Context: an optimization exercise on an open-source flow, tuned for small area and a short achievable clock period. The choices shown serve that exercise and are no tape-out recipe. The RTL was checked by simulation tests, not by an equivalence proof against the original design. Power figures rest on the tool's default switching activity, not on a simulated workload.

== v35 ==
## rv_pipe
module rv_pipe (
  input  logic                           i_clk,
  input  logic                           i_rst_n,
  input  logic                           i_instr_vld,
  input  logic [rv_pipe_pkg::XLEN-1:0]   i_instr,
  input  logic [rv_pipe_pkg::XLEN-1:0]   i_pc,
  output logic                           o_wb_vld,
  output logic [rv_pipe_pkg::REG_AW-1:0] o_wb_addr,
  output logic [rv_pipe_pkg::XLEN-1:0]   o_wb_data
);
  function automatic logic [31:0] rev(input logic [31:0] v);
    for (int i = 0; i < 32; i++) rev[i] = v[31-i];
  endfunction
  logic        f_vld;
  logic [31:0] f_ins;
  logic [31:0] f_pc;
  logic [31:1] f_rs1_oh, f_rs2_oh;    
  always_ff @(posedge i_clk) begin
    f_vld <= i_rst_n & i_instr_vld;
    f_ins <= i_instr;
    f_pc  <= i_pc;
    for (int i = 1; i < 32; i++) begin
      f_rs1_oh[i] <= (i_instr[19:15] == 5'(i));
      f_rs2_oh[i] <= (i_instr[24:20] == 5'(i));
    end
  end
  logic [6:0] opc;
  logic [2:0] f3;
  logic [6:0] f7;
  logic [4:0] rd, rs1, rs2;
  logic       is_reg, is_imm, is_lui, is_auipc, is_alu;
  logic       alt, ok, d_wen;
  logic       use_rs1, use_rs2;
  assign opc = f_ins[6:0];
  assign rd  = f_ins[11:7];
  assign f3  = f_ins[14:12];
  assign rs1 = f_ins[19:15];
  assign rs2 = f_ins[24:20];
  assign f7  = f_ins[31:25];
  assign is_reg   = (opc == 7'b0110011);
  ...
==> flow/config.mk <==
export PLATFORM = sky130hd
export DESIGN_NAME = rv_pipe
export DESIGN_NICKNAME = rv_pipe
export VERILOG_FILES = /design/flow/design.v
export SDC_FILE = /design/flow/constraint.sdc
export NUM_CORES = 4
export LEC_CHECK = 0
export CAP_MARGIN = 20
export CORE_MARGIN = 2
export CORE_UTILIZATION = 45
export CTS_CLUSTER_DIAMETER = 80
export CTS_CLUSTER_SIZE = 24
export SETUP_SLACK_MARGIN = 4.35
export SLEW_MARGIN = 20
export SYNTH_HIERARCHICAL = 1
==> flow/constraint.sdc <==
create_clock -name core_clock -period 7.0 [get_ports {i_clk}]
set_input_delay 1.4000 -clock core_clock [delete_from_list [all_inputs] [get_ports {i_clk}]]
set_output_delay 1.4000 -clock core_clock [all_outputs]
set_load 0.01 [all_outputs]
standard.sh (not shown) runs the stock make flow with config.mk's settings and CLKGATE_MAP_FILE= SYNTH_SCRIPT=/design/flow/synth_recipe.tcl, a recipe that flattens the netlist after the stock synthesis.
==> flow/flow/run.sh <==
#!/bin/bash
# The standard layout (the standard.sh, same synthesis script), with:
#  - ABC_LOAD_IN_FF=2: abc maps for a 2 fF load instead of 5 fF, so that
#    the small cells of the design get minimum-size gates (timing repair
#    upsizes the ones on critical paths);
#  - the port buffers are buf_4 cells (buffer_ports otherwise picks a slow
#    delay buffer for them).
# make's full output goes to standard.log; ORFS's per-step logs stay under
# orfs/logs.
set -o pipefail
bash standard.sh ABC_LOAD_IN_FF=2 \
  CTS_ARGS="-sink_clustering_enable -repair_clock_nets -dont_use_dummy_load -sink_clustering_size 24 -sink_clustering_max_diameter 80" \
  BUFFER_PORTS_ARGS="-buffer_cell sky130_fd_sc_hd__buf_4" \
  finish > standard.log 2>&1
Input changes introduced in v22 (baseline for comparison: v35):
--- a/flow/design.v
+++ b/flow/design.v
@@ -375,32 +375,32 @@
     always_ff @(posedge i_clk) begin
       if (w_we[i]) rf_q[i] <= rf_wd;
     end
   end
   logic [32*31-1:0] rf_all;
   for (genvar i = 1; i < 32; i++) begin : g_rfa
     assign rf_all[32*(i-1) +: 32] = rf_q[i];
   end
   rv_regfile u_rd1 (.i_q(rf_all), .i_sel(f_rs1_oh), .o_data(rf_rs1));
   rv_regfile u_rd2 (.i_q(rf_all), .i_sel(f_rs2_oh), .o_data(rf_rs2));
   logic [31:0] d_a, d_b;
-  logic        sa_rf, sa_pc, sb_rf, sb_imm;
-  logic [31:0] imm;
+  logic        sa_rf, sa_pc, sb_rf, sb_immi, sb_immu;
   assign sa_rf   = is_alu;
   assign sa_pc   = is_auipc;
   assign sb_rf   = is_reg;
-  assign sb_imm  = ~is_reg;
-  assign imm     = is_imm ? imm_i : imm_u;
+  assign sb_immi = is_imm;
+  assign sb_immu = ~is_alu;
   for (genvar j = 0; j < 32; j++) begin : g_dop
     rv_c_ao22  u_a (.i_a1(sa_rf), .i_b1(rf_rs1[j]), .i_a2(sa_pc), .i_b2(f_pc[j]), .o_y(d_a[j]));
-    rv_c_ao22  u_b (.i_a1(sb_rf), .i_b1(rf_rs2[j]), .i_a2(sb_imm), .i_b2(imm[j]), .o_y(d_b[j]));
+    rv_c_ao222 u_b (.i_a1(sb_rf), .i_b1(rf_rs2[j]), .i_a2(sb_immi), .i_b2(imm_i[j]),
+                    .i_a3(sb_immu), .i_b3(imm_u[j]), .o_y(d_b[j]));
   end
   logic       e_wen;
   logic [4:0] e_rd;
   logic       e_cadd, e_cshlg, e_sll;
   logic       fa1, fa2, fb1, fb2;
   assign fa1 = use_rs1 & e_wen & (e_rd == rs1);
   assign fb1 = use_rs2 & e_wen & (e_rd == rs2);
   assign fa2 = use_rs1 & w_wen & (w_rd == rs1) & ~fa1;
   assign fb2 = use_rs2 & w_wen & (w_rd == rs2) & ~fb1;
   logic [31:0] e_a, e_b;
   logic [5:0]  e_sa0, e_sa1, e_sb0, e_sb1;
### Flow results
v22 | stages: all done | timing, DRC, antenna: all pass
Compared v22 vs v35, and number of buffer and inverter instances along the worst setup path is up in v22.
Synthesized cell count across v35 and v22: no real change.
v22 vs v35, global routing usage on met2 went down by 2.3 points.
The amount of wire on met2 after detailed routing in v22 sits about 4.6% below the value recorded for v35.
v35 ended up with register to register as its kind of critical path; v22 ended up with register to primary output.
Compared with v35, in v22 area of all placed cells without fillers has decreased; post-synthesis instance area ~0 delta; wire length of the first global-routing pass has decreased; setup slack picked up an extra 0.050 ns.
Compared with v35, placement density in the core of v22 is higher.
Cmp v35 and v22 / count of cells along the worst register-to-register path / lower: v35
Looking at critical path depth across v35 and v22, the one that comes out lower is v22.
End of the critical path: w_shlg[16] -> v35, o_wb_data[4] -> v22
v22 gives more pin count of the biggest net entering global routing than v35 did.

========
job 101:
rv_pipe, a different RTL version from the one above (not shown whole).
Size in the first run: about 4400 cells after synthesis, roughly 110 I/O pins.
Design rv_pipe, start of the top module:
module rv_pipe (
  input  logic                           i_clk,
  input  logic                           i_rst_n,
  input  logic                           i_instr_vld,
  input  logic [rv_pipe_pkg::XLEN-1:0]   i_instr,
  input  logic [rv_pipe_pkg::XLEN-1:0]   i_pc,
  output logic                           o_wb_vld,
  output logic [rv_pipe_pkg::REG_AW-1:0] o_wb_addr,
  output logic [rv_pipe_pkg::XLEN-1:0]   o_wb_data
);
  function automatic logic [31:0] rev(input logic [31:0] v);
    for (int i = 0; i < 32; i++) rev[i] = v[31-i];
  endfunction
  logic        f_vld;
  logic [31:0] f_ins;
  logic [31:0] f_pc;
  logic [31:1] f_rs1_oh, f_rs2_oh;    
  always_ff @(posedge i_clk) begin
    f_vld <= i_rst_n & i_instr_vld;
    f_ins <= i_instr;
    f_pc  <= i_pc;
    for (int i = 1; i < 32; i++) begin
      f_rs1_oh[i] <= (i_instr[19:15] == 5'(i));
      f_rs2_oh[i] <= (i_instr[24:20] == 5'(i));
    end
  end
  logic [6:0] opc;
  logic [2:0] f3;
  logic [6:0] f7;
  ...
==> module rv_alu, before the edit <==
module rv_alu (
  input  logic [31:0] i_a,
  input  logic [31:0] i_b,
  input  logic [4:0]  i_shamt,
  input  logic [31:0] i_sh,
  input  logic        i_sub,
  input  logic        i_csh,
  input  logic        i_xor,
  input  logic        i_or,
  input  logic        i_and,
  input  logic        i_slt,
  input  logic        i_sltu,
  input  logic        i_sra,
  output logic [31:0] o_add,
  output logic [31:0] o_shlg
);
  logic [31:0] sum;
  logic        cout;
  rv_add32 u_add (
    .i_a   (i_a),
    .i_b   (i_b),
    .i_sub (i_sub),
    .o_sum (sum),
    .o_cout(cout)
  );
  logic sgn_d, k1, k2;
  assign sgn_d = i_a[31] ^ i_b[31];
  assign k1 = (i_slt & ~sgn_d) | i_sltu;
  assign k2 = (~(i_slt | i_sltu) & sum[0]) | (i_slt & sgn_d & i_a[31]);
  rv_c_lt u_lt (.i_c(cout), .i_k1(k1), .i_k2(k2), .o_y(o_add[0]));
  assign o_add[31:1] = sum[31:1];
  logic        fill;
  logic [31:0] lv [0:5];
  assign fill  = i_sra & i_a[31];
  assign lv[0] = i_sh;
  for (genvar k = 0; k < 5; k++) begin : g_lvl
    for (genvar j = 0; j < 32; j++) begin : g_bit
      logic hi;
      if (j + (1 << k) < 32) begin : g_in
        assign hi = lv[k][j + (1 << k)];
      end else begin : g_fill
        assign hi = (k % 2 == 0) ? fill : ~fill;
      end
      rv_c_mux2i u_m (.i_a0(lv[k][j]), .i_a1(hi), .i_s(i_shamt[k]), .o_y(lv[k+1][j]));
    end
  end
  logic [31:0] lg;
  assign lg = ({32{i_xor}} & (i_a ^ i_b)) |
              ({32{i_or}}  & (i_a | i_b)) |
              ({32{i_and}} & (i_a & i_b));
  for (genvar j = 0; j < 32; j++) begin : g_out
    rv_c_selnl u_o (.i_s(i_csh), .i_a_n(lv[5][j]), .i_b(lg[j]), .o_y(o_shlg[j]));
  end
endmodule
==> module rv_add32, before the edit <==
module rv_add32 (
  input  logic [31:0] i_a,
  input  logic [31:0] i_b,
  input  logic        i_sub,
  output logic [31:0] o_sum,
  output logic        o_cout
);
  logic [31:0] gg [0:5];
  logic [31:0] tt [0:5];
  logic [31:0] x;
  rv_ks_g0 u_g0 (.i_a(i_a[0]), .i_b(i_b[0]), .i_sub(i_sub), .o_gn(gg[0][0]));
  assign tt[0][0] = 1'b0;
  for (genvar j = 1; j < 32; j++) begin : g_pg
    rv_ks_g u_g (.i_a(i_a[j]), .i_b(i_b[j]), .i_sub(i_sub), .o_gn(gg[0][j]), .o_tn(tt[0][j]));
  end
  for (genvar j = 0; j < 32; j++) begin : g_x
    rv_ks_x u_x (.i_a(i_a[j]), .i_b(i_b[j]), .i_sub(i_sub), .o_x(x[j]));
  end
  for (genvar l = 0; l < 5; l++) begin : g_lvl
    for (genvar j = 0; j < 32; j++) begin : g_node
      if (j < (1 << l)) begin : g_pass
        rv_ks_inv u_i (.i_a(gg[l][j]), .o_y(gg[l+1][j]));
        assign tt[l+1][j] = 1'b0;
      end else if (l % 2 == 0) begin : g_np
        rv_ks_np u_c (.i_gh(gg[l][j]), .i_th(tt[l][j]), .i_gl(gg[l][j-(1<<l)]),
                      .i_tl(tt[l][j-(1<<l)]), .o_g(gg[l+1][j]), .o_t(tt[l+1][j]));
      end else begin : g_pn
        rv_ks_pn u_c (.i_gh(gg[l][j]), .i_th(tt[l][j]), .i_gl(gg[l][j-(1<<l)]),
                      .i_tl(tt[l][j-(1<<l)]), .o_g(gg[l+1][j]), .o_t(tt[l+1][j]));
      end
    end
  end
  for (genvar j = 0; j < 32; j++) begin : g_s
    rv_ks_x2 u_s (.i_a(x[j]), .i_b(j == 0 ? i_sub : gg[5][j-1]), .o_y(o_sum[j]));
  end
  assign o_cout = gg[5][31];
endmodule
Settings: LEC_CHECK=0, CAP_MARGIN=20, CORE_MARGIN=2, CORE_UTILIZATION=45, CTS_CLUSTER_DIAMETER=80, CTS_CLUSTER_SIZE=24, SETUP_SLACK_MARGIN=4.35, SLEW_MARGIN=20, SYNTH_HIERARCHICAL=1; clock period 7.0 ns.
Scripts as last shown in full above: flow/flow/run.sh
The inputs of job 102 differ from those of job 101 as listed below.
--- a/flow/design.v
+++ b/flow/design.v
@@ -104,18 +104,22 @@
   input  logic        i_sra,
   output logic [31:0] o_add,
   output logic [31:0] o_shlg
 );
   logic [31:0] sum;
   logic        cout;
+  logic [31:1] andn, orn, xr;
   rv_add32 u_add (
     .i_a   (i_a),
     .i_b   (i_b),
     .i_sub (i_sub),
     .o_sum (sum),
-    .o_cout(cout)
+    .o_cout(cout),
+    .o_andn(andn),
+    .o_orn (orn),
+    .o_xor (xr)
   );
   logic sgn_d, k1, k2;
   assign sgn_d = i_a[31] ^ i_b[31];
   assign k1 = (i_slt & ~sgn_d) | i_sltu;
   assign k2 = (~(i_slt | i_sltu) & sum[0]) | (i_slt & sgn_d & i_a[31]);
   rv_c_lt u_lt (.i_c(cout), .i_k1(k1), .i_k2(k2), .o_y(o_add[0]));
@@ -133,15 +137,15 @@
         assign hi = (k % 2 == 0) ? fill : ~fill;
       end
       rv_c_mux2i u_m (.i_a0(lv[k][j]), .i_a1(hi), .i_s(i_shamt[k]), .o_y(lv[k+1][j]));
     end
   end
   logic [31:0] lg;
-  assign lg = ({32{i_xor}} & (i_a ^ i_b)) |
-              ({32{i_or}}  & (i_a | i_b)) |
-              ({32{i_and}} & (i_a & i_b));
+  assign lg[31:1] = ({31{i_xor}} & xr) | ({31{i_or}} & ~orn) | ({31{i_and}} & ~andn);
+  assign lg[0]    = (i_xor & (i_a[0] ^ i_b[0])) | (i_or & (i_a[0] | i_b[0])) |
+                    (i_and & i_a[0] & i_b[0]);
   for (genvar j = 0; j < 32; j++) begin : g_out
     rv_c_selnl u_o (.i_s(i_csh), .i_a_n(lv[5][j]), .i_b(lg[j]), .o_y(o_shlg[j]));
   end
 endmodule
 module rv_c_mux2i (input logic i_a0, input logic i_a1, input logic i_s, output logic o_y);
   assign o_y = ~(i_s ? i_a1 : i_a0);
@@ -154,25 +158,32 @@
 endmodule
 module rv_add32 (
   input  logic [31:0] i_a,
   input  logic [31:0] i_b,
   input  logic        i_sub,
   output logic [31:0] o_sum,
-  output logic        o_cout
+  output logic        o_cout,
+  output logic [31:1] o_andn,
+  output logic [31:1] o_orn,
+  output logic [31:1] o_xor
 );
   logic [31:0] gg [0:5];
   logic [31:0] tt [0:5];
   logic [31:0] x;
   rv_ks_g0 u_g0 (.i_a(i_a[0]), .i_b(i_b[0]), .i_sub(i_sub), .o_gn(gg[0][0]));
   assign tt[0][0] = 1'b0;
   for (genvar j = 1; j < 32; j++) begin : g_pg
     rv_ks_g u_g (.i_a(i_a[j]), .i_b(i_b[j]), .i_sub(i_sub), .o_gn(gg[0][j]), .o_tn(tt[0][j]));
   end
-  for (genvar j = 0; j < 32; j++) begin : g_x
-    rv_ks_x u_x (.i_a(i_a[j]), .i_b(i_b[j]), .i_sub(i_sub), .o_x(x[j]));
-  end
+  rv_ks_x u_x0 (.i_a(i_a[0]), .i_b(i_b[0]), .i_sub(i_sub), .o_x(x[0]));
+  for (genvar j = 1; j < 32; j++) begin : g_x
+    rv_ks_hx u_x (.i_gn(gg[0][j]), .i_tn(tt[0][j]), .o_x(x[j]));
+  end
+  assign o_andn = gg[0][31:1];
+  assign o_orn  = tt[0][31:1];
+  assign o_xor  = x[31:1];
   for (genvar l = 0; l < 5; l++) begin : g_lvl
     for (genvar j = 0; j < 32; j++) begin : g_node
       if (j < (1 << l)) begin : g_pass
         rv_ks_inv u_i (.i_a(gg[l][j]), .o_y(gg[l+1][j]));
         assign tt[l+1][j] = 1'b0;
       end else if (l % 2 == 0) begin : g_np
@@ -198,12 +209,15 @@
                 output logic o_gn, output logic o_tn);
   logic b;
   assign b = i_b ^ i_sub;
   assign o_gn = ~(i_a & b);
   assign o_tn = ~(i_a | b);
 endmodule
+module rv_ks_hx (input logic i_gn, input logic i_tn, output logic o_x);
+  assign o_x = i_gn & ~i_tn;
+endmodule
 module rv_ks_x (input logic i_a, input logic i_b, input logic i_sub, output logic o_x);
   assign o_x = i_a ^ i_b ^ i_sub;
 endmodule
 module rv_ks_x2 (input logic i_a, input logic i_b, output logic o_y);
   assign o_y = i_a ^ i_b;
 endmodule
Notes after the runs:
- For job 101 and job 102, there was not a single run that failed to finish clean.
- Job 101 has a higher pre-CTS worst setup slack than job 102.
- [compare] base=job 101 new=job 102: total length of routed wires now sits at about the same level, final total power went up, share of total power in the clock network rose by 0.4 points, synthesized area down about 1.8%.
- Fmax: job 102 below job 101
- In job 102 relative to job 101, number of buffers outside the clock class in the layout had gone up by a little under 10%.
- Taking job 101 as the reference, in job 102 first-pass GRT wire length level; via count of the routed design went down; violation count after the first detailed-routing iteration now sits higher; power drawn by the sequential cells shows a reduction of about 0.5%.
- Job 102 ends up with a fraction of area in multi-input gates that is 1.5 points lower than in job 101.
- Comparing job 101 and job 102, buffering overhead is higher on job 102.
- Setup slack of the critical path after layout on job 102 is behind job 101.

[port drivers added, routing unchanged]
The results above use ideal ports. As a check the final layouts listed here were re-extracted and re-timed, cells and wires unchanged. Step 1 (the two cells are an assumption about what drives the block):
set clk [get_ports {i_clk}]
set_driving_cell -lib_cell sky130_fd_sc_hd__clkbuf_16 $clk
set_driving_cell -lib_cell sky130_fd_sc_hd__buf_2 [delete_from_list [all_inputs] $clk]
Step 2 also shifts input and output timing later by t, the mid clock arrival at the registers, as if the neighbouring blocks saw the same clock. Three values: no drivers, after step 1, after step 2; two values: the first two.
run | t (ns) | slack for setup (ns) | worst data-port slew with drivers (ns) | pins driven straight from the clock port
v35 | 0.780 | 4.258 / 4.223 / 4.258 | 0.18 | 1
v22 | 0.769 | 4.308 / 4.230 / 4.340 | 0.28 | 1
job 101 | 0.764 | 4.312 / 4.312 / 4.312 | 0.13 | 1
job 102 | 0.777 | 4.267 / 4.267 / 4.267 | 0.16 | 1
After both steps every run listed still meets setup and hold.
